This design comes from an exercise in tuning for small area, a short achievable clock period and few clock cycles on the open sky130 flow, not from production work. Function was checked by simulation only, so behaviour that the tests miss may differ from the original.

==> flow/design.v <==
package twt_pkg;
    localparam int TAG_W      = 32;
    localparam int TOP_BYTE_W = 8;
    localparam int MODE_W     = 2;
    localparam int STATUS_W   = 3;
    localparam int SLOT_OUT_W = 8;
    localparam logic [MODE_W-1:0] MODE_ADD    = 2'd0;
    localparam logic [MODE_W-1:0] MODE_REMOVE = 2'd1;
    localparam logic [MODE_W-1:0] MODE_CHECK  = 2'd2;
    typedef enum logic [STATUS_W-1:0] {
        ST_ADDED     = 3'd0,
        ST_EXISTS    = 3'd1,
        ST_FULL      = 3'd2,
        ST_REMOVED   = 3'd3,
        ST_NOT_FOUND = 3'd4,
        ST_PRESENT   = 3'd5,
        ST_ABSENT    = 3'd6
    } status_t;
    typedef enum logic [1:0] {
        S_IDLE  = 2'd0,
        S_SCAN  = 2'd1,
        S_WRITE = 2'd2,
        S_RESP  = 2'd3
    } state_t;
endpackage
module tag_whitelist_table #(
    parameter int SLOT_COUNT = 128
) (
    input  logic                                clk,
    input  logic                                rst_n,
    input  logic                                in_valid,
    output logic                                in_ready,
    input  logic [twt_pkg::MODE_W-1:0]          mode,
    input  logic [twt_pkg::TAG_W-1:0]           tag_id,
    output logic                                out_valid,
    input  logic                                out_ready,
    output logic [twt_pkg::STATUS_W-1:0]        status,
    output logic [twt_pkg::SLOT_OUT_W-1:0]      slot_index
);
    localparam int IDX_W = (SLOT_COUNT > 1) ? $clog2(SLOT_COUNT) : 1;
    localparam int TAG_W = twt_pkg::TAG_W;
    localparam int RES_W = twt_pkg::STATUS_W + IDX_W;
    localparam int Q_N   = 8;      
    logic [SLOT_COUNT-1:0][TAG_W-1:0] slot_data;
    logic [SLOT_COUNT-1:0]            slot_vld;
    localparam int KEY_COPIES = 4;
    localparam int SLOTS_PER_COPY = SLOT_COUNT / KEY_COPIES;
    logic                       a_vld;
    logic [twt_pkg::MODE_W-1:0] a_mode;
    logic [TAG_W-1:0]           a_key;
    logic [TAG_W-1:0]           a_key_n;       
    logic [TAG_W-1:0]           a_key_h;       
    logic [TAG_W-1:0]           a_key_hn;      
    logic [TAG_W-1:0]           cmp_key [KEY_COPIES];
    logic                       b_vld;
    logic [twt_pkg::MODE_W-1:0] b_mode;
    logic [TAG_W-1:0]           b_key;
    logic [SLOT_COUNT-1:0]      b_eq;
    logic                       b_fwd;    
    logic                       b_key_nz;
    logic                       b_top_nz;
    logic                       added;
    logic [IDX_W-1:0]           added_idx;
    logic [Q_N-1:0][RES_W-1:0] q_data;
    logic [2:0]       q_wr;
    logic [2:0]       q_rd;
    logic [2:0]       q_rd_next;
    logic [RES_W-1:0] head_next;
    logic [RES_W-1:0] out_reg;
    logic [3:0]       q_cnt;
    logic             out_valid_reg;
    logic             in_ready_reg;
    logic [SLOT_COUNT-1:0] a_eq;
    logic [SLOT_COUNT-1:0] fwd_slot;
    logic [SLOT_COUNT-1:0] stay;
    logic [SLOT_COUNT-1:0] match;
    logic                  fwd_hit;
    logic [IDX_W-1:0]      stay_idx;
    logic [SLOT_COUNT-1:0] empty;
    logic [SLOT_COUNT-1:0] first_empty;
    logic [SLOT_COUNT-1:0] below;
    logic                  hit;
    logic                  has_empty;
    logic [IDX_W-1:0]      match_idx;
    logic [IDX_W-1:0]      empty_idx;
    logic                  is_add;
    logic                  is_rem;
    logic                  do_set;
    logic                  do_clr;
    logic                       c_vld;
    logic [twt_pkg::MODE_W-1:0] c_mode;
    logic                       c_hit;
    logic [IDX_W-1:0]           c_match_idx;
    logic [IDX_W-1:0]           c_empty_idx;
    logic                       c_has_empty;
    logic                       c_key_nz;
    logic                       c_top_nz;
    twt_pkg::status_t      res_status;
    logic [IDX_W-1:0]      res_slot;
    logic [RES_W-1:0]      res;
    logic                  pop;
    logic [3:0]            q_cnt_next;
    logic [3:0]            q_cnt_flag;
    logic                  a_vld_next;
    always_comb
    begin
        cmp_key[0] = a_key;
        cmp_key[1] = ~a_key_n;
        cmp_key[2] = a_key_h;
        cmp_key[3] = ~a_key_hn;
        for (int s = 0; s < SLOT_COUNT; s++)
        begin
            a_eq[s] = slot_vld[s] && (slot_data[s] == cmp_key[s / SLOTS_PER_COPY]);
        end
    end
    always_comb
    begin
        fwd_hit = added && b_fwd;
        for (int s = 0; s < SLOT_COUNT; s++)
        begin
            fwd_slot[s] = (added_idx == IDX_W'(s));
        end
        stay  = slot_vld & b_eq;
        match = stay | ({SLOT_COUNT{fwd_hit}} & fwd_slot);
        empty = ~slot_vld;
        below[0] = 1'b0;
        for (int s = 1; s < SLOT_COUNT; s++)
        begin
            below[s] = below[s-1] | empty[s-1];
        end
        first_empty = empty & ~below;
        hit       = (|stay) || fwd_hit;
        has_empty = |empty;
        stay_idx  = '0;
        empty_idx = '0;
        for (int s = 0; s < SLOT_COUNT; s++)
        begin
            stay_idx  = stay_idx  | (stay[s]        ? IDX_W'(s) : '0);
            empty_idx = empty_idx | (first_empty[s] ? IDX_W'(s) : '0);
        end
        match_idx = fwd_hit ? added_idx : stay_idx;
        is_add = (b_mode == twt_pkg::MODE_ADD);
        is_rem = (b_mode == twt_pkg::MODE_REMOVE);
        do_set = b_vld && is_add && b_key_nz && !hit && has_empty;
        do_clr = b_vld && is_rem && b_top_nz;
    end
    always_comb
    begin
        if (c_mode == twt_pkg::MODE_ADD)
        begin
            if (c_hit)
            begin
                res_status = twt_pkg::ST_EXISTS;
                res_slot   = c_match_idx;
            end
            else if (!c_has_empty)
            begin
                res_status = twt_pkg::ST_FULL;
                res_slot   = '0;
            end
            else
            begin
                res_status = c_key_nz ? twt_pkg::ST_ADDED : twt_pkg::ST_EXISTS;
                res_slot   = c_empty_idx;
            end
        end
        else if (c_mode == twt_pkg::MODE_REMOVE)
        begin
            if (c_top_nz && c_hit)
            begin
                res_status = twt_pkg::ST_REMOVED;
                res_slot   = c_match_idx;
            end
            else
            begin
                res_status = twt_pkg::ST_NOT_FOUND;
                res_slot   = '0;
            end
        end
        else
        begin
            if (c_hit)
            begin
                res_status = twt_pkg::ST_PRESENT;
                res_slot   = c_match_idx;
            end
            else if (!c_key_nz && c_has_empty)
            begin
                res_status = twt_pkg::ST_PRESENT;
                res_slot   = c_empty_idx;
            end
            else
            begin
                res_status = twt_pkg::ST_ABSENT;
                res_slot   = '0;
            end
        end
        res = {res_status, res_slot};
    end
    always_ff @(posedge clk)
    begin
        c_mode      <= b_mode;
        c_hit       <= hit;
        c_match_idx <= match_idx;
        c_empty_idx <= empty_idx;
        c_has_empty <= has_empty;
        c_key_nz    <= b_key_nz;
        c_top_nz    <= b_top_nz;
    end
    always_ff @(posedge clk)
    begin
        for (int s = 0; s < SLOT_COUNT; s++)
        begin
            if (first_empty[s])
            begin
                slot_data[s] <= b_key;
            end
        end
    end
    always_ff @(posedge clk or negedge rst_n)
    begin
        if (!rst_n)
        begin
            slot_vld <= '0;
            added    <= 1'b0;
        end
        else
        begin
            for (int s = 0; s < SLOT_COUNT; s++)
            begin
                if (do_set && first_empty[s])
                begin
                    slot_vld[s] <= 1'b1;
                end
                else if (do_clr && match[s])
                begin
                    slot_vld[s] <= 1'b0;
                end
            end
            added <= do_set;
        end
    end
    always_ff @(posedge clk)
    begin
        a_mode    <= mode;
        a_key     <= tag_id;
        a_key_n   <= ~tag_id;
        if (in_valid)
        begin
            a_key_h  <= tag_id;
            a_key_hn <= ~tag_id;
        end
        b_mode    <= a_mode;
        b_key     <= a_key;
        b_eq      <= a_eq;
        b_fwd     <= (a_key == b_key);
        b_key_nz  <= |a_key;
        b_top_nz  <= |a_key[TAG_W-1 -: twt_pkg::TOP_BYTE_W];
        added_idx <= empty_idx;
    end
    always_comb
    begin
        pop        = out_valid_reg && out_ready;
        q_cnt_next = q_cnt - 4'(pop) + 4'(c_vld);
        a_vld_next = in_valid && in_ready_reg;
    end
    always_ff @(posedge clk or negedge rst_n)
    begin
        if (!rst_n)
        begin
            a_vld         <= 1'b0;
            b_vld         <= 1'b0;
            c_vld         <= 1'b0;
            q_cnt         <= '0;
        end
        else
        begin
            a_vld         <= a_vld_next;
            b_vld         <= a_vld;
            c_vld         <= b_vld;
            q_cnt         <= q_cnt_next;
        end
    end
    always_comb
    begin
        q_cnt_flag = q_cnt - 4'((q_cnt != 4'd0) && out_ready) + 4'(c_vld);
    end
    always_ff @(posedge clk)
    begin
        out_valid_reg <= (q_cnt_flag != 4'd0);
        in_ready_reg  <= ({1'b0, q_cnt_flag} + 5'(a_vld_next) + 5'(a_vld) + 5'(b_vld))
                         < 5'(Q_N);
    end
    always_comb
    begin
        q_rd_next = q_rd + 3'(pop);
        if (c_vld && (q_wr == q_rd_next))
        begin
            head_next = res;
        end
        else
        begin
            head_next = q_data[q_rd_next];
        end
    end
    always_ff @(posedge clk)
    begin
        if (c_vld)
        begin
            q_data[q_wr] <= res;
        end
        out_reg <= head_next;
    end
    always_ff @(posedge clk or negedge rst_n)
    begin
        if (!rst_n)
        begin
            q_wr <= '0;
            q_rd <= '0;
        end
        else
        begin
            q_wr <= q_wr + 3'(c_vld);
            q_rd <= q_rd_next;
        end
    end
    assign in_ready   = in_ready_reg;
    assign out_valid  = out_valid_reg;
    assign status     = out_reg[RES_W-1 -: twt_pkg::STATUS_W];
    assign slot_index = twt_pkg::SLOT_OUT_W'(out_reg[IDX_W-1:0]);
endmodule
==> flow/config.mk <==
export PLATFORM = sky130hd
export DESIGN_NAME = tag_whitelist_table
export DESIGN_NICKNAME = tag_whitelist_table
export VERILOG_FILES = /design/flow/design.v
export SDC_FILE = /design/flow/constraint.sdc
export NUM_CORES = 4
export LEC_CHECK = 0
export CAP_MARGIN = 20
export CORE_MARGIN = 2
export CORE_UTILIZATION = 40
export CTS_CLUSTER_DIAMETER = 70
export CTS_CLUSTER_SIZE = 24
export SLEW_MARGIN = 20
export SYNTH_MEMORY_MAX_BITS = 8192
==> flow/constraint.sdc <==
create_clock -name core_clock -period 10.0 [get_ports {clk}]
set_input_delay 2.0000 -clock core_clock [delete_from_list [all_inputs] [get_ports {clk}]]
set_output_delay 2.0000 -clock core_clock [all_outputs]
set_load 0.01 [all_outputs]
standard.sh (not shown) runs the stock make flow with config.mk's settings and CLKGATE_MAP_FILE= SYNTH_SCRIPT=/design/flow/synth_recipe.tcl, a recipe that flattens the netlist after the stock synthesis.
==> flow/flow/run.sh <==
#!/bin/bash
# Own layout flow: the standard flow (standard synthesis unchanged), with
# timing repair aimed below the design's period so the layout is optimised for
# the period it can reach. The clock, constraints and all other steps are the
# standard ones. Each step's full output stays in orfs/logs/; make's own
# output goes to flow_make.log in the work folder.
set -euo pipefail
MARGIN=$(cat flow/setup_margin)
bash standard.sh SETUP_SLACK_MARGIN="$MARGIN" finish > flow_make.log 2>&1
==> flow/flow/setup_margin <==
6.5
Testbench counts at the start, summed over its fixed seeds: cycles 3,232.
Rerun with:
Settings changed: CORE_UTILIZATION 40 to 45.
What happened:
- The changed run went through all stages and came out clean
- critical path depth does not change
- global-route usage rose by 4.2 points
- via count rose by 1.9%

[port drivers added, routing unchanged]
Ports are ideal in the flow. The routed layouts listed here were re-timed in OpenROAD.
Step 1: set_driving_cell puts a clkbuf_16 on clk and a buf_2 on each other input, an assumption about the parent block.
Step 2 also shifts input and output timing later by t, the mid clock arrival at the registers, as if the neighbouring blocks saw the same clock.
Three values: no drivers, after step 1, after step 2; two values: the first two.
run | t (ns) | slack for setup (ns) | worst register clock-pin slew, ns
the first run | 1.115 | 6.384 / 6.384 / 5.577 | 0.10 / 0.10
the second run | 1.110 | 6.244 / 6.244 / 5.584 | 0.10 / 0.10
After both steps every run listed still meets setup and hold. The setup slack of the first run, which loses most, moves by 0.000 ns with the drivers and by -0.807 ns with both steps.
